What follows belongs to an exercise in optimizing a design on an open flow for small area; a production flow would make more cautious choices. In this exercise RTL edits were held to simulation tests only and were not proved equivalent to the original. Power is estimated from default activity; no workload was simulated.

==> job 5749: inputs <==
// tdc_readout_top
module tdc_readout_top
#(
    parameter int FIFO_STAGES  = 4,
    parameter int STAGE_DEPTH  = 8,
    parameter int CLKS_PER_BIT = 64,
    parameter int READ_LIMIT   = 1024
) (
    input  wire            clkWizard,
    input  wire            finish_mem_reset,
    input  wire            measure_done,
    input  wire [31:0]     measure_word,
    input  wire            start_writing,
    input  wire            start_reading,
    output logic           led_write_err,
    output logic           led_write_stage,
    output logic           led_read_stage,
    output logic           tx
);
==> flow/config.mk <==
export PLATFORM = sky130hd
export DESIGN_NAME = tdc_readout_top
export DESIGN_NICKNAME = tdc_readout_top
export VERILOG_FILES = /design/flow/design.v
export SDC_FILE = /design/flow/constraint.sdc
export NUM_CORES = 4
export LEC_CHECK = 0
export CAP_MARGIN = 20
export CORE_MARGIN = 2
export CORE_UTILIZATION = 60
export CTS_BUF_LIST = sky130_fd_sc_hd__clkbuf_8
export CTS_CLUSTER_DIAMETER = 60
export CTS_CLUSTER_SIZE = 22
export GPL_ROUTABILITY_DRIVEN = 0
export GPL_TIMING_DRIVEN = 0
export SLEW_MARGIN = 20
==> flow/constraint.sdc <==
create_clock -name core_clock -period 5.0 [get_ports {clkWizard}]
set_input_delay 1.0000 -clock core_clock [delete_from_list [all_inputs] [get_ports {clkWizard}]]
set_output_delay 1.0000 -clock core_clock [all_outputs]
set_load 0.01 [all_outputs]
standard.sh (not shown) runs the stock make flow with config.mk's settings and CLKGATE_MAP_FILE= SYNTH_SCRIPT=/design/flow/synth_recipe.tcl, a recipe that flattens the netlist after the stock synthesis.
==> flow/flow/run.sh <==
#!/bin/bash
set -euo pipefail
export BUFFER_PORTS_ARGS="-buffer_cell sky130_fd_sc_hd__buf_1"
export CTS_ARGS="-sink_clustering_enable -repair_clock_nets -sink_clustering_size 22 -sink_clustering_max_diameter 60 -buf_list sky130_fd_sc_hd__clkbuf_8 -dont_use_dummy_load"
bash standard.sh > make.log 2>&1
==> job 8896 (differences from job 5749) <==
==> flow/run.sh (new file) <==
#!/bin/bash
# synth_recipe.tcl (not shown) runs the flow's synth.tcl, then flattens the netlist and writes it again
# the make line also repeats each setting of config.mk as NAME=value (left out here)
make -C /OpenROAD-flow-scripts/flow DESIGN_CONFIG=/design/flow/config.mk WORK_HOME=/design/flow/orfs CLKGATE_MAP_FILE= SYNTH_SCRIPT=/design/flow/synth_recipe.tcl finish
--- a/flow/config.mk
+++ b/flow/config.mk
@@ -11,6 +11,4 @@
 export CTS_BUF_LIST = sky130_fd_sc_hd__clkbuf_8
 export CTS_CLUSTER_DIAMETER = 60
-export CTS_CLUSTER_SIZE = 22
-export GPL_ROUTABILITY_DRIVEN = 0
-export GPL_TIMING_DRIVEN = 0
+export CTS_CLUSTER_SIZE = 20
 export SLEW_MARGIN = 20
removed: flow/flow/run.sh
removed: flow/standard.sh
==> summary of the runs <==
- Critical path depth is the same in job 8896 and job 5749.
- Between job 5749 and job 8896, the lower register-to-register slack is in job 5749 (gap 0.02 ns).
- Total power is about the same in job 5749 and job 8896.
- Against job 5749, the non-clock buffer count of job 8896 is lower by 120.
- Between job 5749 and job 8896, the lower design area is in job 8896 (gap about 0.7%, measured against job 8896).
- Of job 8896 and job 5749, job 8896 has the higher maximum frequency (gap about 0.4%, measured against job 5749).
- Against job 8896, the combinational power of job 5749 is larger by about 2%.
- Between job 5749 and job 8896, the lower first-iteration DRC count is in job 5749 (gap 44%, measured against job 8896).
- Clock power: job 8896 is larger than job 5749 (about 4%).
- Sequential cell count is the same in job 5749 and job 8896.

* * *

==> run a <==
==> flow/design.v <==
`timescale 1ns/100ps
`default_nettype none
package tdc_readout_pkg;
    localparam int NB_BYTE        = 8;
    localparam int BYTES_PER_WORD = 4;
    localparam int NB_WORD        = NB_BYTE * BYTES_PER_WORD;
    localparam int NB_FINE   = 12;
    localparam int NB_COARSE = NB_WORD - NB_FINE;
    localparam int UART_DATA_BITS  = 8;
    localparam int UART_FRAME_BITS = UART_DATA_BITS + 2;
    typedef struct packed {
        logic [NB_COARSE-1:0] coarse_count;
        logic [NB_FINE-1:0]   fine_code;
    } tdc_meas_t;
    typedef union packed {
        tdc_meas_t                              meas;
        logic [BYTES_PER_WORD-1:0][NB_BYTE-1:0] bytes;
    } tdc_word_u;
endpackage
`default_nettype wire
`timescale 1ns/100ps
`default_nettype none
module tdc_readout_top
#(
    parameter int FIFO_STAGES  = 4,
    parameter int STAGE_DEPTH  = 8,
    parameter int CLKS_PER_BIT = 64,
    parameter int READ_LIMIT   = 1024
) (
    input  wire            clkWizard,
    input  wire            finish_mem_reset,
    input  wire            measure_done,
    input  wire [31:0]     measure_word,
    input  wire            start_writing,
    input  wire            start_reading,
    output logic           led_write_err,
    output logic           led_write_stage,
    output logic           led_read_stage,
    output logic           tx
);
    localparam int DEPTH = FIFO_STAGES * STAGE_DEPTH;    
    localparam int CW    = $clog2(DEPTH + 1);            
    localparam int SW    = $clog2(DEPTH);                
    wire rst = finish_mem_reset;
    logic writing, reading;
    always_ff @(posedge clkWizard) begin
        if (rst) begin
            writing <= 1'b0;
            reading <= 1'b0;
        end else if (!writing && !reading) begin
            writing <= start_writing;
            reading <= !start_writing && start_reading;
        end else if (writing && start_reading) begin
            writing <= 1'b0;
            reading <= 1'b1;
        end
    end
    logic [CW-1:0] cnt;
    wire           full = cnt[CW-1];
    wire           push = measure_done && writing && !full;
    always_ff @(posedge clkWizard) begin
        if (rst) begin
            led_write_err   <= 1'b0;
            led_write_stage <= 1'b0;
            led_read_stage  <= 1'b0;
        end else begin
            led_write_err   <= measure_done && writing && full;
            led_write_stage <= writing;
            led_read_stage  <= reading;
        end
    end
    logic [2:0] arrived;
    wire        head_valid = arrived[2] && (cnt != '0);
    logic       holding;
    wire        take = reading && head_valid && !holding;
    always_ff @(posedge clkWizard) begin
        if (rst) begin
            cnt     <= '0;
            arrived <= '0;
        end else begin
            arrived <= {arrived[1:0], cnt != '0};
            if (push)
                cnt <= cnt + 1'b1;
            else if (take)
                cnt <= cnt - 1'b1;
        end
    end
    logic [SW-1:0] shifts;       
    logic          consume;      
    wire           align = reading && (shifts != '0);
    wire           shift = push || align || consume;
    logic [31:0] mem [0:DEPTH-1];
    always_ff @(posedge clkWizard) begin
        if (shift) begin
            mem[0] <= measure_word;
            for (int i = 1; i < DEPTH; i++)
                mem[i] <= mem[i-1];
        end
    end
    always_ff @(posedge clkWizard) begin
        if (rst)
            shifts <= '0;
        else if (push || align)
            shifts <= shifts + 1'b1;
    end
    logic [1:0] byte_idx;        
    logic       send;
    logic       busy;
    always_ff @(posedge clkWizard) begin
        if (rst) begin
            holding  <= 1'b0;
            byte_idx <= '0;
            send     <= 1'b0;
        end else begin
            send <= holding && !busy && !send;
            if (take)
                holding <= 1'b1;
            else if (send && byte_idx == 2'd3)
                holding <= 1'b0;
            if (send)
                byte_idx <= byte_idx + 1'b1;
        end
    end
    logic [5:0] tick;
    logic [3:0] bit_idx;
    wire        bit_end = (tick == 6'd63);
    wire [1:0] cur_byte = byte_idx - 1'b1;
    wire       data_bit = mem[DEPTH-1][{cur_byte, bit_idx[2:0]}];
    assign consume = busy && bit_end && (bit_idx == 4'd8) && (cur_byte == 2'd3);
    always_ff @(posedge clkWizard) begin
        if (rst) begin
            busy    <= 1'b0;
            tx      <= 1'b1;
            tick    <= '0;
            bit_idx <= '0;
        end else if (!busy) begin
            if (send) begin
                busy <= 1'b1;
                tx   <= 1'b0;
            end
        end else begin
            tick <= tick + 1'b1;
            if (bit_end) begin
                if (bit_idx == 4'd9) begin
                    busy    <= 1'b0;
                    tx      <= 1'b1;
                    bit_idx <= '0;
                end else begin
                    bit_idx <= bit_idx + 1'b1;
                    tx      <= bit_idx[3] ? 1'b1 : data_bit;
                end
            end
        end
    end
endmodule
`default_nettype wire
==> flow/run.sh <==
#!/bin/bash
# synth_recipe.tcl (not shown) runs the flow's synth.tcl, then flattens the netlist and writes it again
# the make line also repeats each setting of config.mk as NAME=value (left out here)
make -C /OpenROAD-flow-scripts/flow DESIGN_CONFIG=/design/flow/config.mk WORK_HOME=/design/flow/orfs CLKGATE_MAP_FILE= SYNTH_SCRIPT=/design/flow/synth_recipe.tcl finish
==> flow/config.mk <==
export PLATFORM = sky130hd
export DESIGN_NAME = tdc_readout_top
export DESIGN_NICKNAME = tdc_readout_top
export VERILOG_FILES = /design/flow/design.v
export SDC_FILE = /design/flow/constraint.sdc
export NUM_CORES = 4
export LEC_CHECK = 0
export CAP_MARGIN = 20
export CORE_MARGIN = 2
export CORE_UTILIZATION = 40
export SLEW_MARGIN = 20
==> flow/constraint.sdc <==
create_clock -name core_clock -period 5.0 [get_ports {clkWizard}]
set_input_delay 1.0000 -clock core_clock [delete_from_list [all_inputs] [get_ports {clkWizard}]]
set_output_delay 1.0000 -clock core_clock [all_outputs]
set_load 0.01 [all_outputs]
==> run b (differences from run a) <==
==> flow/design.v, changed modules only <==
module tdc_readout_top
#(
    parameter int FIFO_STAGES  = 4,
    parameter int STAGE_DEPTH  = 8,
    parameter int CLKS_PER_BIT = 64,
    parameter int READ_LIMIT   = 1024
) (
    input  wire            clkWizard,
    input  wire            finish_mem_reset,
    input  wire            measure_done,
    input  wire [31:0]     measure_word,
    input  wire            start_writing,
    input  wire            start_reading,
    output logic           led_write_err,
    output logic           led_write_stage,
    output logic           led_read_stage,
    output logic           tx
);
    localparam int DEPTH = FIFO_STAGES * STAGE_DEPTH;    
    localparam int PAIRS = DEPTH / 2;
    localparam int CW    = $clog2(DEPTH + 1);            
    localparam int SW    = $clog2(DEPTH);                
    wire rst = finish_mem_reset;
    logic writing, reading;
    wire  idle = !writing && !reading;
    wire  writing_nx = !rst && (idle ? start_writing : (writing && !start_reading));
    wire  reading_nx = !rst && (reading || (idle ? !start_writing && start_reading
                                                 : (writing && start_reading)));
    always_ff @(posedge clkWizard) begin
        writing <= writing_nx;
        reading <= reading_nx;
    end
    logic [CW-1:0] cnt;
    wire           full = cnt[CW-1];
    logic          can_push;     
    wire           push = measure_done && can_push;
    always_ff @(posedge clkWizard) begin
        if (rst) begin
            led_write_err   <= 1'b0;
            led_write_stage <= 1'b0;
            led_read_stage  <= 1'b0;
        end else begin
            led_write_err   <= measure_done && writing && full;
            led_write_stage <= writing;
            led_read_stage  <= reading;
        end
    end
    logic [2:0] arrived;
    wire        head_valid = arrived[2] && (cnt != '0);
    logic       holding;
    wire        take = reading && head_valid && !holding;
    wire [CW-1:0] cnt_nx = rst  ? '0 :
                           push ? cnt + 1'b1 :
                           take ? cnt - 1'b1 : cnt;
    wire          can_push_nx = writing_nx && !cnt_nx[CW-1];
    always_ff @(posedge clkWizard) begin
        cnt      <= cnt_nx;
        can_push <= can_push_nx;
        if (rst)
            arrived <= '0;
        else
            arrived <= {arrived[1:0], cnt != '0};
    end
    logic          odd;          
    logic          pending;      
    logic          direct;       
    logic          pending_n;    
    logic          direct_n;     
    logic [SW-1:0] shifts;       
    logic          cons_pend;    
    logic          consume;      
    wire align  = reading && (shifts != '0);
    wire rd_go  = (align || cons_pend) && !odd;
    wire shift  = pending || (measure_done && direct) || rd_go;
    wire hold   = pending_n && (!measure_done || direct_n) && !rd_go;
    wire odd_nx     = !rst && !shift && !odd;
    wire pending_nx = !rst && push && (pending || odd);
    wire direct_nx  = can_push_nx && !odd_nx && !pending_nx;
    always_ff @(posedge clkWizard) begin
        odd       <= odd_nx;
        pending   <= pending_nx;
        pending_n <= !pending_nx;
        direct    <= direct_nx;
        direct_n  <= !direct_nx;
        if (rst) begin
            shifts    <= '0;
            cons_pend <= 1'b0;
        end else begin
            if (shift && !cons_pend)
                shifts <= shifts + 1'b1;
            cons_pend <= consume || (cons_pend && odd);
        end
    end
    logic        ph_a, ph_b;
    logic [31:0] dly;
    logic [31:0] pos_e [0:PAIRS-1];
    logic [31:0] pos_o [0:PAIRS-1];
    always_ff @(posedge clkWizard) begin
        if (rst) begin
            ph_a <= 1'b0;
            ph_b <= 1'b0;
        end else begin
            ph_a <= !ph_b;
            ph_b <= ph_a;
        end
    end
    always_ff @(posedge clkWizard) begin
        dly <= measure_word;
    end
    wire [31:0] src_n = ~((dly | {32{pending_n}}) & (measure_word | {32{pending}}));
    wire [31:0] src   = src_n ^ {32{!ph_b}};
    always_ff @(posedge clkWizard) begin
        pos_e[0] <= ~((src | {32{hold}}) & (pos_o[0] | {32{shift}}));
        for (int i = 1; i < PAIRS; i++)
            pos_e[i] <= ~((pos_o[i-1] | {32{hold}}) & (pos_o[i] | {32{shift}}));
        for (int i = 0; i < PAIRS; i++)
            pos_o[i] <= pos_e[i];
    end
    logic [1:0] byte_idx;        
    logic       send;
    logic       busy;
    always_ff @(posedge clkWizard) begin
        if (rst) begin
            holding  <= 1'b0;
            byte_idx <= '0;
            send     <= 1'b0;
        end else begin
            send <= holding && !busy && !send;
            if (take)
                holding <= 1'b1;
            else if (send && byte_idx == 2'd3)
                holding <= 1'b0;
            if (send)
                byte_idx <= byte_idx + 1'b1;
        end
    end
    logic [5:0] tick;
    logic [3:0] bit_idx;
    wire        bit_end = (tick == 6'd63);
    wire [1:0] cur_byte = byte_idx - 1'b1;
    wire       head_bit = pos_o[PAIRS-1][{cur_byte, bit_idx[2:0]}] ^ ph_b;
    logic      pre;
    wire       data_bit = odd ? pre : head_bit;
    always_ff @(posedge clkWizard) begin
        if (!odd)
            pre <= head_bit;
    end
    assign consume = busy && bit_end && (bit_idx == 4'd8) && (cur_byte == 2'd3);
    always_ff @(posedge clkWizard) begin
        if (rst) begin
            busy    <= 1'b0;
            tx      <= 1'b1;
            tick    <= '0;
            bit_idx <= '0;
        end else if (!busy) begin
            if (send) begin
                busy <= 1'b1;
                tx   <= 1'b0;
            end
        end else begin
            tick <= tick + 1'b1;
            if (bit_end) begin
                if (bit_idx == 4'd9) begin
                    busy    <= 1'b0;
                    tx      <= 1'b1;
                    bit_idx <= '0;
                end else begin
                    bit_idx <= bit_idx + 1'b1;
                    tx      <= bit_idx[3] ? 1'b1 : data_bit;
                end
            end
        end
    end
endmodule
==> flow/flow/run.sh (new file) <==
#!/bin/bash
set -euo pipefail
export BUFFER_PORTS_ARGS="-buffer_cell sky130_fd_sc_hd__buf_1"
export CTS_ARGS="-sink_clustering_enable -repair_clock_nets -sink_clustering_size 22 -sink_clustering_max_diameter 60 -buf_list sky130_fd_sc_hd__clkbuf_8 -dont_use_dummy_load"
bash standard.sh > make.log 2>&1
==> flow/standard.sh (new file) <==
#!/bin/bash
# synth_recipe.tcl (not shown) runs the flow's synth.tcl, then flattens the netlist and writes it again
# the make line also repeats each setting of config.mk as NAME=value (left out here)
make -C /OpenROAD-flow-scripts/flow DESIGN_CONFIG=/design/flow/config.mk WORK_HOME=/design/flow/orfs CLKGATE_MAP_FILE= SYNTH_SCRIPT=/design/flow/synth_recipe.tcl "${@:-finish}"
- CORE_UTILIZATION: 40 -> 60
- CTS_BUF_LIST: not set -> sky130_fd_sc_hd__clkbuf_8
- CTS_CLUSTER_DIAMETER: not set -> 60
- CTS_CLUSTER_SIZE: not set -> 22
removed: flow/run.sh
==> comparison table <==
metric	run a	run b
Result of the run	timing/DRC/antenna clean	timing/DRC/antenna clean
Endpoint of the worst hold-timing path	mem[7][19]	pos_o[15][9]
Arrival time at the worst endpoint	3.62 ns	3.52 ns
Cell with the most instances after synthesis	sky130_fd_sc_hd__edfxtp_1	sky130_fd_sc_hd__dfxtp_1
Number of sequential cells	1059	1101
Transition at the pin with the smallest max-transition slack	0.776 ns	1.04 ns
Proportion of cell area occupied by registers	83.4%	76.3%
Instance count on the critical path	9	7
Sequential logic power	10.4 mW	14.8 mW
Post-route minimum period	3.11 ns	2.99 ns
Proportion of cell area occupied by multi-input gates	2.95%	16.9%
Synthesized net count	1268	2049
Share of synthesized cell area in full adder, half adder and majority cells	0.406%	0.361%
End point of the critical path	cnt[5]	pos_e[10][18]
Part of the Yosys area used for sequential elements	96.4%	79.5%
Max H-tree Level	3	2
Launch point of the worst hold path	mem[6][19]	pos_e[15][9]
Xor-xnor portion of the synthesized cell area	0.403%	1.55%
Pin count of the biggest net entering global routing	138	197

==> static timing again, ports no longer ideal <==
The results above use ideal ports. As a check the final layouts listed here were re-extracted and re-timed, cells and wires unchanged.
Step 1 assumes that a clkbuf_16 drives the clock port and a buf_2 every other input.
Step 2 adds t to the input delays and takes it off the output delays; t is the mean of the earliest and latest rising clock arrival at the registers after step 1. Input paths then give back, and output paths get back, about the clock's delay inside the block.
Three values: no drivers, after step 1, after step 2; two values: the first two.
run	shift t [ns]	setup slack, ns	hold WS [ns]	worst setup path at the end	worst data-port slew with drivers (ns)
job 5749	0.717	2.139 / 2.139 / 1.844	0.313 / 0.313 / 0.313	input to register	0.03
job 8896	0.731	2.150 / 2.162 / 1.450	0.329 / 0.329 / 0.329	input to register	0.05
run a	0.681	1.886 / 1.915 / 1.234	0.406 / 0.406 / 0.406	input to register	0.03
run b	0.709	2.012 / 2.012 / 1.890	0.318 / 0.318 / 0.318	input to register	0.04
After both steps every run listed still meets setup and hold. For job 8896, which loses most, drivers alone change the setup slack by +0.012 ns; drivers and shift together by -0.700 ns.
